Background: an optimization exercise with open tools, aiming at small area, a short achievable clock period and few clock cycles. Do not read the settings as production practice. The RTL was checked by simulation tests, not by an equivalence proof against the original design.

==> inputs of maple <==
==> flow/design.v <==
package slpm_pkg;
    typedef enum logic [2:0] {
        REQ_CLEAR   = 3'd0,
        REQ_ELEMENT = 3'd1,
        REQ_RANGE   = 3'd2,
        REQ_BYTE    = 3'd3,
        REQ_END     = 3'd4
    } req_code_t;
    typedef struct packed {
        logic [2:0] req_type;
        logic       is_percent;
        logic       negate;
        logic [7:0] range_low;
        logic [7:0] range_high;
        logic [7:0] value_byte;
    } item_t;
    typedef struct packed {
        logic matched;
        logic pattern_error;
    } result_t;
    typedef struct packed {
        logic       new_elem;
        logic       add_range;
        logic       is_percent;
        logic       negate;
        logic [7:0] range_low;
        logic [7:0] range_high;
    } cell_wr_t;
endpackage
module slpm_cell #(
    parameter int MAX_RANGES = 4
) (
    input  logic       clk,
    input  logic       create,        
    input  logic       wr_slot,       
    input  logic       is_percent,
    input  logic       negate,
    input  logic [7:0] range_low,     
    input  logic [7:0] range_high,
    input  logic [3:0] byte_lo,       
    input  logic [3:0] byte_lo_n,     
    input  logic [3:0] byte_hi,       
    input  logic [3:0] byte_hi_n,     
    output logic       pct,
    output logic       neg,
    output logic       any_hit        
);
    localparam int MR = MAX_RANGES;
    logic       pct_reg;
    logic       neg_reg;
    logic [7:0] lo_reg [MR];
    logic [7:0] hi_reg [MR];
    logic [MR-1:0] c_lo, c_hi;            
    logic [MR-1:0] c_lo_reg, c_hi_reg;    
    logic [MR-1:0] in_rng;
    function automatic logic le4(input logic [3:0] a_n, input logic [3:0] b,
                                 input logic c_in);
        logic c;
        c = c_in;
        for (int i = 0; i < 4; i++)
            c = (b[i] & a_n[i]) | (c & (b[i] | a_n[i]));
        le4 = c;
    endfunction
    always_ff @(posedge clk)
    begin
        if (create)
        begin
            pct_reg <= is_percent;
            neg_reg <= negate;
        end
    end
    always_ff @(posedge clk)
    begin
        if (wr_slot)
        begin
            lo_reg[0] <= range_low;
            hi_reg[0] <= range_high;
        end
        else
        begin
            lo_reg[0] <= lo_reg[MR-1];
            hi_reg[0] <= hi_reg[MR-1];
        end
        for (int k = 1; k < MR; k++)
        begin
            lo_reg[k] <= {lo_reg[k-1][7] | create, lo_reg[k-1][6:0]};
            hi_reg[k] <= {hi_reg[k-1][7] & !create, hi_reg[k-1][6:0]};
        end
    end
    for (genvar r = 0; r < MR; r++)
    begin : g_lo
        assign c_lo[r] = le4(~lo_reg[r][3:0], byte_lo, 1'b1);
        assign c_hi[r] = le4(byte_lo_n, hi_reg[r][3:0], 1'b1);
    end
    always_ff @(posedge clk)
    begin
        c_lo_reg <= {c_lo[MR-2:0], c_lo[MR-1]};
        c_hi_reg <= {c_hi[MR-2:0], c_hi[MR-1]};
    end
    for (genvar r = 0; r < MR; r++)
    begin : g_hi
        assign in_rng[r] = le4(~lo_reg[r][7:4], byte_hi, c_lo_reg[r]) &&
                           le4(byte_hi_n, hi_reg[r][7:4], c_hi_reg[r]);
    end
    assign pct     = pct_reg;
    assign neg     = neg_reg;
    assign any_hit = |in_rng;
endmodule
module sql_like_pattern_matcher #(
    parameter int MAX_ELEMENTS = 32,
    parameter int MAX_RANGES   = 4
) (
    input  logic        clk,
    input  logic        rst_n,
    input  logic        item_valid,
    output logic        item_ready,
    input  logic [2:0]  item_req_type,
    input  logic        item_is_percent,
    input  logic        item_negate,
    input  logic [7:0]  item_range_low,
    input  logic [7:0]  item_range_high,
    input  logic [7:0]  item_value_byte,
    output logic        result_valid,
    input  logic        result_ready,
    output logic        result_matched,
    output logic        result_pattern_error
);
    localparam int ME = MAX_ELEMENTS;
    localparam int MR = MAX_RANGES;
    localparam int NP = ME + 1;
    localparam int LV = $clog2(NP);
    localparam int RQ_DEPTH = 5;
    localparam int TW = $clog2(RQ_DEPTH + 1);
    logic       ready_reg;      
    logic       stall_reg;      
    logic       s1_pct, s1_neg;
    logic [7:0] s1_lo, s1_hi;
    logic [3:0] s1_blo, s1_blo_n, s1_bhi;
    logic       s1_clear, s1_elem, s1_range, s1_byte_req, s1_end;
    logic       s1_stall;
    logic       take;
    assign take = item_valid && ready_reg;
    always_ff @(posedge clk)
    begin
        if (!stall_reg)
        begin
            s1_pct  <= item_is_percent;
            s1_neg  <= item_negate;
            s1_lo   <= item_range_low;
            s1_hi   <= item_range_high;
            s1_blo   <= item_value_byte[3:0];
            s1_blo_n <= ~item_value_byte[3:0];
            s1_bhi   <= item_value_byte[7:4];
        end
    end
    always_ff @(posedge clk or negedge rst_n)
    begin
        if (!rst_n)
        begin
            s1_clear    <= 1'b0;
            s1_elem     <= 1'b0;
            s1_range    <= 1'b0;
            s1_byte_req <= 1'b0;
            s1_end      <= 1'b0;
        end
        else if (!stall_reg)
        begin
            s1_clear    <= take && (item_req_type == slpm_pkg::REQ_CLEAR);
            s1_elem     <= take && (item_req_type == slpm_pkg::REQ_ELEMENT);
            s1_range    <= take && (item_req_type == slpm_pkg::REQ_RANGE);
            s1_byte_req <= take && (item_req_type == slpm_pkg::REQ_BYTE);
            s1_end      <= take && (item_req_type == slpm_pkg::REQ_END);
        end
    end
    logic [ME-1:0] elem_mask, elem_mask_d;
    logic [MR-1:0] slot_used, slot_used_d;
    logic          ovf_reg;
    logic          elem_full, rng_full, range_ok;
    logic          new_elem, wr_range;
    logic [ME-1:0] sel_new, sel_last;
    assign elem_full = elem_mask[ME-1];
    assign rng_full  = &slot_used;
    assign range_ok  = elem_mask[0] && !rng_full;
    assign s1_stall  = s1_range && range_ok && slot_used[MR-1];
    assign new_elem  = s1_elem && !elem_full;
    assign wr_range  = s1_range && range_ok && !slot_used[MR-1];
    for (genvar e = 0; e < ME; e++)
    begin : g_sel
        if (e == 0)
            assign sel_new[e] = !elem_mask[0];
        else
            assign sel_new[e] = elem_mask[e-1] && !elem_mask[e];
        if (e == ME - 1)
            assign sel_last[e] = elem_mask[e];
        else
            assign sel_last[e] = elem_mask[e] && !elem_mask[e+1];
    end
    always_comb
    begin
        elem_mask_d = elem_mask;
        if (s1_clear)
            elem_mask_d = '0;
        else if (new_elem)
            elem_mask_d = {elem_mask[ME-2:0], 1'b1};
        if (new_elem)
            slot_used_d = '0;
        else
            slot_used_d = {slot_used[MR-2:0], slot_used[MR-1] | wr_range};
    end
    always_ff @(posedge clk or negedge rst_n)
    begin
        if (!rst_n)
        begin
            elem_mask <= '0;
            ovf_reg   <= 1'b0;
        end
        else
        begin
            elem_mask <= elem_mask_d;
            if (s1_clear)
                ovf_reg <= 1'b0;
            else if ((s1_elem && elem_full) || (s1_range && !range_ok))
                ovf_reg <= 1'b1;
        end
    end
    always_ff @(posedge clk)
        slot_used <= slot_used_d;
    logic [7:0]    wr_lo, wr_hi;
    logic [ME-1:0] cell_pct, cell_neg, cell_any;
    logic [3:0]    s2_bhi, s2_bhi_n;
    assign wr_lo = {s1_lo[7] | s1_elem, s1_lo[6:0]};
    assign wr_hi = {s1_hi[7] & !s1_elem, s1_hi[6:0]};
    for (genvar e = 0; e < ME; e++)
    begin : g_cell
        slpm_cell #(
            .MAX_RANGES (MR)
        ) u_cell (
            .clk        (clk),
            .create     (new_elem && sel_new[e]),
            .wr_slot    ((new_elem && sel_new[e]) || (wr_range && sel_last[e])),
            .is_percent (s1_pct),
            .negate     (s1_neg),
            .range_low  (wr_lo),
            .range_high (wr_hi),
            .byte_lo    (s1_blo),
            .byte_lo_n  (s1_blo_n),
            .byte_hi    (s2_bhi),
            .byte_hi_n  (s2_bhi_n),
            .pct        (cell_pct[e]),
            .neg        (cell_neg[e]),
            .any_hit    (cell_any[e])
        );
    end
    logic          s1_range_d, stall_d, pop;
    logic [TW-1:0] ends_reg, ends_d;    
    logic          rq_head_valid;
    assign pop        = rq_head_valid && result_ready;
    assign ends_d     = ends_reg + TW'(take && item_req_type == slpm_pkg::REQ_END) - TW'(pop);
    assign s1_range_d = stall_reg || (take && item_req_type == slpm_pkg::REQ_RANGE);
    assign stall_d    = s1_range_d && !(&slot_used_d) && slot_used_d[MR-1] &&
                        !s1_clear && (elem_mask[0] || new_elem);
    always_ff @(posedge clk or negedge rst_n)
    begin
        if (!rst_n)
        begin
            ends_reg  <= '0;
            ready_reg <= 1'b0;      
            stall_reg <= 1'b0;
        end
        else
        begin
            ends_reg  <= ends_d;
            ready_reg <= !stall_d && (ends_d < TW'(RQ_DEPTH));
            stall_reg <= stall_d;
        end
    end
    assign item_ready = ready_reg;
    logic          s2_byte, s2_end, s2_clear;
    logic          s3_byte, s3_end, s3_clear;
    logic [ME-1:0] s3_any;
    logic [ME-1:0] elem_mask_p;     
    logic          ovf_p;           
    always_ff @(posedge clk or negedge rst_n)
    begin
        if (!rst_n)
        begin
            s2_byte  <= 1'b0;
            s2_end   <= 1'b0;
            s2_clear <= 1'b0;
            s3_byte  <= 1'b0;
            s3_end   <= 1'b0;
            s3_clear <= 1'b0;
        end
        else
        begin
            s2_byte  <= s1_byte_req;
            s2_end   <= s1_end;
            s2_clear <= s1_clear;
            s3_byte  <= s2_byte;
            s3_end   <= s2_end;
            s3_clear <= s2_clear;
        end
    end
    always_ff @(posedge clk)
    begin
        s2_bhi      <= s1_bhi;
        s2_bhi_n    <= ~s1_bhi;
        s3_any      <= cell_any;
        elem_mask_p <= elem_mask;
        ovf_p       <= ovf_reg;
    end
    logic [NP-1:0] act_reg;
    logic [NP-1:1] act_hi_reg;
    logic          act0_n_reg;      
    logic [NP-1:0] kg [LV+1];
    logic [NP-1:0] kp [LV+1];
    logic [NP-1:0] closed, step_next, end_pos;
    logic [ME-1:0] lpct, adv;
    logic [3:0]    matched_part;    
    assign lpct = cell_pct & elem_mask_p;
    assign adv  = elem_mask_p & ~cell_pct & (s3_any ^ cell_neg);
    always_comb
    begin
        kg[0] = act_reg;
        kp[0] = {lpct, 1'b0};
        for (int k = 0; k < LV; k++)
        begin
            for (int j = 0; j < NP; j++)
            begin
                if (j >= (1 << k))
                begin
                    kg[k+1][j] = kg[k][j] || (kp[k][j] && kg[k][j-(1<<k)]);
                    kp[k+1][j] = kp[k][j] && kp[k][j-(1<<k)];
                end
                else
                begin
                    kg[k+1][j] = kg[k][j];
                    kp[k+1][j] = kp[k][j];
                end
            end
        end
    end
    assign closed = kg[LV];
    assign step_next = ({1'b0, closed[ME-1:0] & lpct}) | ({closed[ME-1:0] & adv, 1'b0});
    assign end_pos = {elem_mask_p, 1'b1} & ~{1'b0, elem_mask_p};
    always_comb
    begin
        matched_part = '0;
        for (int j = 0; j < NP; j++)
            matched_part[j * 4 / NP] = matched_part[j * 4 / NP] | (closed[j] & end_pos[j]);
    end
    assign act_reg = {act_hi_reg, !act0_n_reg};
    always_ff @(posedge clk or negedge rst_n)
    begin
        if (!rst_n)
        begin
            act_hi_reg <= '0;
            act0_n_reg <= 1'b0;
        end
        else if (s3_end || s3_clear)
        begin
            act_hi_reg <= '0;
            act0_n_reg <= 1'b0;
        end
        else if (s3_byte)
        begin
            act_hi_reg <= step_next[NP-1:1];
            act0_n_reg <= !step_next[0];
        end
    end
    logic s4_end;
    logic [3:0] s4_matched_part;
    logic s4_matched, s4_error;
    always_ff @(posedge clk or negedge rst_n)
    begin
        if (!rst_n)
            s4_end <= 1'b0;
        else
            s4_end <= s3_end;
    end
    always_ff @(posedge clk)
    begin
        s4_matched_part <= matched_part;
        s4_error   <= ovf_p;
    end
    assign s4_matched = |s4_matched_part;
    logic [RQ_DEPTH-1:0] rq_valid;
    logic [1:0]          rq_data [RQ_DEPTH];
    logic [RQ_DEPTH-1:0] rq_valid_sh;
    logic [1:0]          rq_data_sh [RQ_DEPTH];
    assign rq_head_valid = rq_valid[0];
    always_comb
    begin
        for (int k = 0; k < RQ_DEPTH; k++)
        begin
            if (pop)
            begin
                rq_valid_sh[k] = (k + 1 < RQ_DEPTH) ? rq_valid[(k+1) % RQ_DEPTH] : 1'b0;
                rq_data_sh[k]  = (k + 1 < RQ_DEPTH) ? rq_data[(k+1) % RQ_DEPTH] : rq_data[k];
            end
            else
            begin
                rq_valid_sh[k] = rq_valid[k];
                rq_data_sh[k]  = rq_data[k];
            end
        end
    end
    always_ff @(posedge clk or negedge rst_n)
    begin
        if (!rst_n)
            rq_valid <= '0;
        else
        begin
            for (int k = 0; k < RQ_DEPTH; k++)
                rq_valid[k] <= rq_valid_sh[k] ||
                               (s4_end && (k == 0 || rq_valid_sh[(k+RQ_DEPTH-1) % RQ_DEPTH]));
        end
    end
    always_ff @(posedge clk)
    begin
        for (int k = 0; k < RQ_DEPTH; k++)
        begin
            if (s4_end && !rq_valid_sh[k] && (k == 0 || rq_valid_sh[(k+RQ_DEPTH-1) % RQ_DEPTH]))
                rq_data[k] <= {s4_matched, s4_error};
            else
                rq_data[k] <= rq_data_sh[k];
        end
    end
    assign result_valid         = rq_valid[0];
    assign result_matched       = rq_data[0][1];
    assign result_pattern_error = rq_data[0][0];
endmodule
==> flow/run.sh <==
#!/bin/bash
# synth_recipe.tcl (not shown) runs the flow's synth.tcl, then flattens the netlist and writes it again
# the make line also repeats each setting of config.mk as NAME=value (left out here)
make -C /OpenROAD-flow-scripts/flow DESIGN_CONFIG=/design/flow/config.mk WORK_HOME=/design/flow/orfs CLKGATE_MAP_FILE= SYNTH_SCRIPT=/design/flow/synth_recipe.tcl finish
==> flow/config.mk <==
export PLATFORM = sky130hd
export DESIGN_NAME = sql_like_pattern_matcher
export DESIGN_NICKNAME = sql_like_pattern_matcher
export VERILOG_FILES = /design/flow/design.v
export SDC_FILE = /design/flow/constraint.sdc
export NUM_CORES = 4
export LEC_CHECK = 0
export CAP_MARGIN = 20
export CORE_MARGIN = 2
export CORE_UTILIZATION = 48
export CTS_CLUSTER_DIAMETER = 90
export CTS_CLUSTER_SIZE = 26
export PLACE_DENSITY = 0.6
export SETUP_SLACK_MARGIN = 4.35
export SLEW_MARGIN = 20
==> flow/constraint.sdc <==
create_clock -name core_clock -period 7.0 [get_ports {clk}]
set_input_delay 1.4000 -clock core_clock [delete_from_list [all_inputs] [get_ports {clk}]]
set_output_delay 1.4000 -clock core_clock [all_outputs]
set_load 0.01 [all_outputs]
==> tundra: changes against maple <==
--- a/flow/design.v
+++ b/flow/design.v
@@ -133,6 +133,8 @@
     localparam int TW = $clog2(RQ_DEPTH + 1);
     logic       ready_reg;      
     logic       stall_reg;      
+    logic       s1_valid;
+    logic [2:0] s1_type;
     logic       s1_pct, s1_neg;
     logic [7:0] s1_lo, s1_hi;
     logic [3:0] s1_blo, s1_blo_n, s1_bhi;
@@ -140,10 +142,18 @@
     logic       s1_stall;
     logic       take;
     assign take = item_valid && ready_reg;
+    always_ff @(posedge clk or negedge rst_n)
+    begin
+        if (!rst_n)
+            s1_valid <= 1'b0;
+        else
+            s1_valid <= stall_reg || take;
+    end
     always_ff @(posedge clk)
     begin
         if (!stall_reg)
         begin
+            s1_type <= item_req_type;
             s1_pct  <= item_is_percent;
             s1_neg  <= item_negate;
             s1_lo   <= item_range_low;
@@ -153,25 +163,11 @@
             s1_bhi   <= item_value_byte[7:4];
         end
     end
-    always_ff @(posedge clk or negedge rst_n)
-    begin
-        if (!rst_n)
-        begin
-            s1_clear    <= 1'b0;
-            s1_elem     <= 1'b0;
-            s1_range    <= 1'b0;
-            s1_byte_req <= 1'b0;
-            s1_end      <= 1'b0;
-        end
-        else if (!stall_reg)
-        begin
-            s1_clear    <= take && (item_req_type == slpm_pkg::REQ_CLEAR);
-            s1_elem     <= take && (item_req_type == slpm_pkg::REQ_ELEMENT);
-            s1_range    <= take && (item_req_type == slpm_pkg::REQ_RANGE);
-            s1_byte_req <= take && (item_req_type == slpm_pkg::REQ_BYTE);
-            s1_end      <= take && (item_req_type == slpm_pkg::REQ_END);
-        end
-    end
+    assign s1_clear    = s1_valid && (s1_type == slpm_pkg::REQ_CLEAR);
+    assign s1_elem     = s1_valid && (s1_type == slpm_pkg::REQ_ELEMENT);
+    assign s1_range    = s1_valid && (s1_type == slpm_pkg::REQ_RANGE);
+    assign s1_byte_req = s1_valid && (s1_type == slpm_pkg::REQ_BYTE);
+    assign s1_end      = s1_valid && (s1_type == slpm_pkg::REQ_END);
     logic [ME-1:0] elem_mask, elem_mask_d;
     logic [MR-1:0] slot_used, slot_used_d;
     logic          ovf_reg;
Settings changed: CORE_UTILIZATION 48 to 55, CTS_CLUSTER_DIAMETER 90 to 80, CTS_CLUSTER_SIZE 26 to 24, PLACE_DENSITY 0.6 to 0.65, SETUP_SLACK_MARGIN 4.35 to 4.2.
==> notes.md <==
- tundra finished with timing, DRC and antenna clean. maple passed the timing, design-rule and antenna checks.
- Of maple and tundra, tundra has the higher global-route usage (gap 2.1 points).
- Of tundra and maple, maple has the higher cell count (gap about 4%, measured against maple).
- In tundra the routed wire length is lower than in maple, by 5.5%.
- Against maple, the design area of tundra is lower by 0.62%.
- Register-to-register slack: tundra is lower than maple (0.09 ns).
Testbench counts of maple, summed over its fixed seeds: cycles 53,318.
Testbench counts of tundra, summed over its fixed seeds: cycles 53,318.

==> re-timing with driven ports <==
In the flow no input, the clock included, has a driving cell. The finished layouts below were timed again as built, in two steps. Step 1, drivers: a clkbuf_16 drives clk and a buf_2 each remaining input, both assumed. Step 2 also shifts input and output timing later by t, the mid clock arrival at the registers, as if the neighbouring blocks saw the same clock. Slacks: ideal ports / drivers / drivers and shift; pairs: ideal ports / drivers.
run	shift t [ns]	setup slack, ns	worst hold slack (ns)
maple	0.873	4.280 / 4.190 / 3.635	0.335 / 0.335 / 0.335
tundra	0.841	4.199 / 4.199 / 3.494	0.338 / 0.338 / 0.338
After both steps setup and hold are still met in every run listed. For tundra, which loses most, drivers alone change the setup slack by 0.000 ns; drivers and shift together by -0.705 ns.
